This design comes from an exercise in tuning for a short achievable clock period and few clock cycles on the open sky130 flow, not from production work.
The RTL was checked by simulation tests, not by an equivalence proof against the original design.
Power and IR drop assume default switching activity.

## job 7805
// npu
module npu (
    input  logic                           i_clk,
    input  logic                           i_rst_n,
    input  logic                           i_inst_wr_en,
    input  logic [npu_pkg::INST_ADDRW-1:0] i_inst_wr_addr,
    input  logic [npu_pkg::IW-1:0]         i_inst_wr_din,
    input  logic                           i_in_wr_en,
    output logic                           o_in_wr_rdy,
    input  logic [npu_pkg::VW-1:0]         i_in_wr_din,
    input  logic                           i_start,
    input  logic [npu_pkg::INST_ADDRW-1:0] i_pc_start_offset,
    output logic                           o_out_valid,
    output logic [npu_pkg::VW-1:0]         o_out_data,
    output logic                           o_done
);
    localparam int VW = npu_pkg::VW;
    localparam int IW = npu_pkg::IW;
    localparam int AW = npu_pkg::INST_ADDRW;
    localparam int RW = npu_pkg::VRFAW;
    localparam int OL = npu_pkg::I_OP_LSB;
    localparam int RP = npu_pkg::I_REPORT;
    localparam int DL = npu_pkg::I_DST_LSB;
    localparam int S0 = npu_pkg::I_S0_LSB;
    localparam int S1 = npu_pkg::I_S1_LSB;
    function automatic logic uses_s0(input logic [2:0] op);
        uses_s0 = (op == npu_pkg::OP_ADD) || (op == npu_pkg::OP_SUB) ||
                  (op == npu_pkg::OP_MUL) || (op == npu_pkg::OP_RELU);
    endfunction
    function automatic logic uses_s1(input logic [2:0] op);
        uses_s1 = (op == npu_pkg::OP_ADD) || (op == npu_pkg::OP_SUB) ||
                  (op == npu_pkg::OP_MUL);
    endfunction
    logic [AW-1:0] pc;
    logic [AW-1:0] pc1;
    logic [AW-1:0] off;
    logic [AW-1:0] off1;
    logic [AW-1:0] off2;
    logic [IW-1:0] w_s0;    
    logic [IW-1:0] w_s1;
    logic [IW-1:0] w_s2;
    logic [IW-1:0] w_s3;
    logic [IW-1:0] w_p0;    
    logic [IW-1:0] w_p1;
    assign off  = i_pc_start_offset;
    assign off1 = off + AW'(1);
    assign off2 = off + AW'(2);
  ...
Size: ~3,200 flip-flops, roughly 160 I/O pins, about 0.24 sq mm of cells after synthesis.
==> flow/config.mk <==
export PLATFORM = sky130hd
export DESIGN_NAME = npu
export DESIGN_NICKNAME = npu
export VERILOG_FILES = /design/flow/design.v
export SDC_FILE = /design/flow/constraint.sdc
export NUM_CORES = 4
export LEC_CHECK = 0
export ABC_CLOCK_PERIOD_IN_PS = 1000
export CAP_MARGIN = 40
export CELL_PAD_IN_SITES_DETAIL_PLACEMENT = 2
export CELL_PAD_IN_SITES_GLOBAL_PLACEMENT = 2
export CORE_MARGIN = 2
export CORE_UTILIZATION = 25
export PLACE_DENSITY = 0.4
export SETUP_SLACK_MARGIN = 4.8
export SLEW_MARGIN = 40
export TNS_END_PERCENT = 100
==> flow/constraint.sdc <==
create_clock -name core_clock -period 8.0 [get_ports {i_clk}]
set_input_delay 1.6000 -clock core_clock [delete_from_list [all_inputs] [get_ports {i_clk}]]
set_output_delay 1.6000 -clock core_clock [all_outputs]
set_load 0.01 [all_outputs]
standard.sh (not shown) runs the stock make flow with config.mk's settings and CLKGATE_MAP_FILE= SYNTH_SCRIPT=/design/flow/synth_recipe.tcl, a recipe that flattens the netlist after the stock synthesis.
==> flow/flow/run.sh <==
#!/bin/bash
# The standard layout (standard.sh) with repair_timing's gate cloning turned
# off: clones it made after global routing were left driving more load than
# the library allows. Each step's full log is in orfs/logs/; make's own output
# is in make.log in this folder.
set -euo pipefail
export SKIP_GATE_CLONING=1
bash standard.sh finish > make.log 2>&1
No stage failed in job 7805, and the final checks on the layout all came back clean.
Testbench counts of job 7805, summed over its fixed seeds: cycles 4,025.
Changes in job 8782 relative to job 7805:
Settings: a change of SLEW_MARGIN from 40 to 20; a change of PLACE_DENSITY from 0.4 to 0.55; a change of CELL_PAD_IN_SITES_DETAIL_PLACEMENT from 2 to 3; a change of CELL_PAD_IN_SITES_GLOBAL_PLACEMENT from 2 to 3; a change of CAP_MARGIN from 40 to 20; a change of CORE_UTILIZATION from 25 to 18.
Count of clock-buffer cells in the layout in job 8782 is about 8% below job 7805. Job 8782 finished all stages; layout check result: FAIL, due to max-slew violations. Against job 7805 as the reference, job 8782 delivers a higher smallest setup slack after layout. Cell area power density sits lower in job 8782 than in job 7805. Against job 7805, job 8782 comes in 17 points lower on met1 usage in global routing. Compared to job 7805, job 8782 reaches a higher achievable clock.
For job 1585, these inputs were changed with respect to job 8782:
Settings: CORE_UTILIZATION now 20, was 18; CELL_PAD_IN_SITES_DETAIL_PLACEMENT now 2, was 3; CELL_PAD_IN_SITES_GLOBAL_PLACEMENT now 2, was 3; PLACE_DENSITY now 0.45, was 0.55.
[summary]
- The layout from job 1585, despite a flow that completed every stage, fails the layout checks, with the failing checks listed as antenna violations.
- [flow] job 8782 | stages: complete | final checks: fail | reason: max-slew violations
- Job 1585 vs job 8782 — detailed-route wire length per cell climbed slightly
- When job 1585 is measured against job 8782, its routability congestion estimate from global placement turns out about 0.9% lower.
- Job 1585: met1 track demand over resource is 4.4 points higher than what job 8782 reported.
- The cell area reported after detailed placement of job 1585 falls short of that of job 8782 by about 0.9%.
- On area growth from synthesis to layout: job 1585 sits below job 8782.
- Post-layout utilization of the core (higher): job 1585
- When job 1585 is measured against job 8782, its die area turns out 10% lower.
- The critical path depth of job 1585 exceeds that of job 8782 by 2.
- Final instance area, job 1585 and job 8782, lower one = job 1585.
- | post-route minimum period | job 1585 vs job 8782 | 0.0095 ns lower |
- Between job 1585 and job 8782, the difference in fmax is negligible.
- Looking at end of the critical path, the sel_q[2][12]$_DFF_PN0_ result is from job 8782; the rfoh_q[1][4]$_DFF_PN0_ one comes from job 1585.
Modified inputs, job 3833 compared to job 1585
Settings: CELL_PAD_IN_SITES_GLOBAL_PLACEMENT removed (was 2); CORE_UTILIZATION changed from 20 to 25; CELL_PAD_IN_SITES_DETAIL_PLACEMENT removed (was 2); MIN_ROUTING_LAYER newly set to met2; PLACE_DENSITY changed from 0.45 to 0.4.
--- outcome ---
The runs compared here, job 3833 and job 1585, all ended either early or with open violations. Job 3833 | ERROR | global routing. | job 1585 | all stages done | FAIL | antenna violations |. As far as portion of netlist area occupied by mux cells goes, job 1585 and job 3833 are indistinguishable; the numbers are identical. Re share of the yosys chip area belonging to registers: no difference whatsoever between job 1585 and job 3833. Compared with job 1585, job 3833 shows a lower die boundary height. From job 3833 to job 1585, instance count of the mapped netlist did not move at all. In job 3833 relative to job 1585, half-perimeter wire length after placement had gone up by a few percent.

## static timing again, ports no longer ideal
The flow's constraints put no driver on any port. The routed layouts listed below were extracted and timed again, unchanged, in two steps. Step 1, drivers: a clkbuf_16 drives i_clk and a buf_2 each remaining input, both assumed. Step 2 also shifts input and output timing later by t, the mid clock arrival at the registers, as if the neighbouring blocks saw the same clock. Slacks: ideal / step 1 / step 2; pairs: ideal / step 1.
run	shift t [ns]	slack for setup (ns)	worst hold slack (ns)	worst setup path after step 2	worst data-port slew with drivers (ns)
job 7805	1.319	3.872 / 3.572 / 2.253	0.388 / 0.304 / 0.416	input to register	0.72
job 8782	1.333	4.034 / 4.085 / 2.763	0.367 / 0.325 / 0.436	input to register	0.50
job 1585	1.349	4.043 / 4.113 / 2.817	0.189 / 0.097 / 0.446	input to register	0.65
The setup slack of job 7805, which loses most, moves by -0.300 ns with the drivers and by -1.619 ns with both steps.
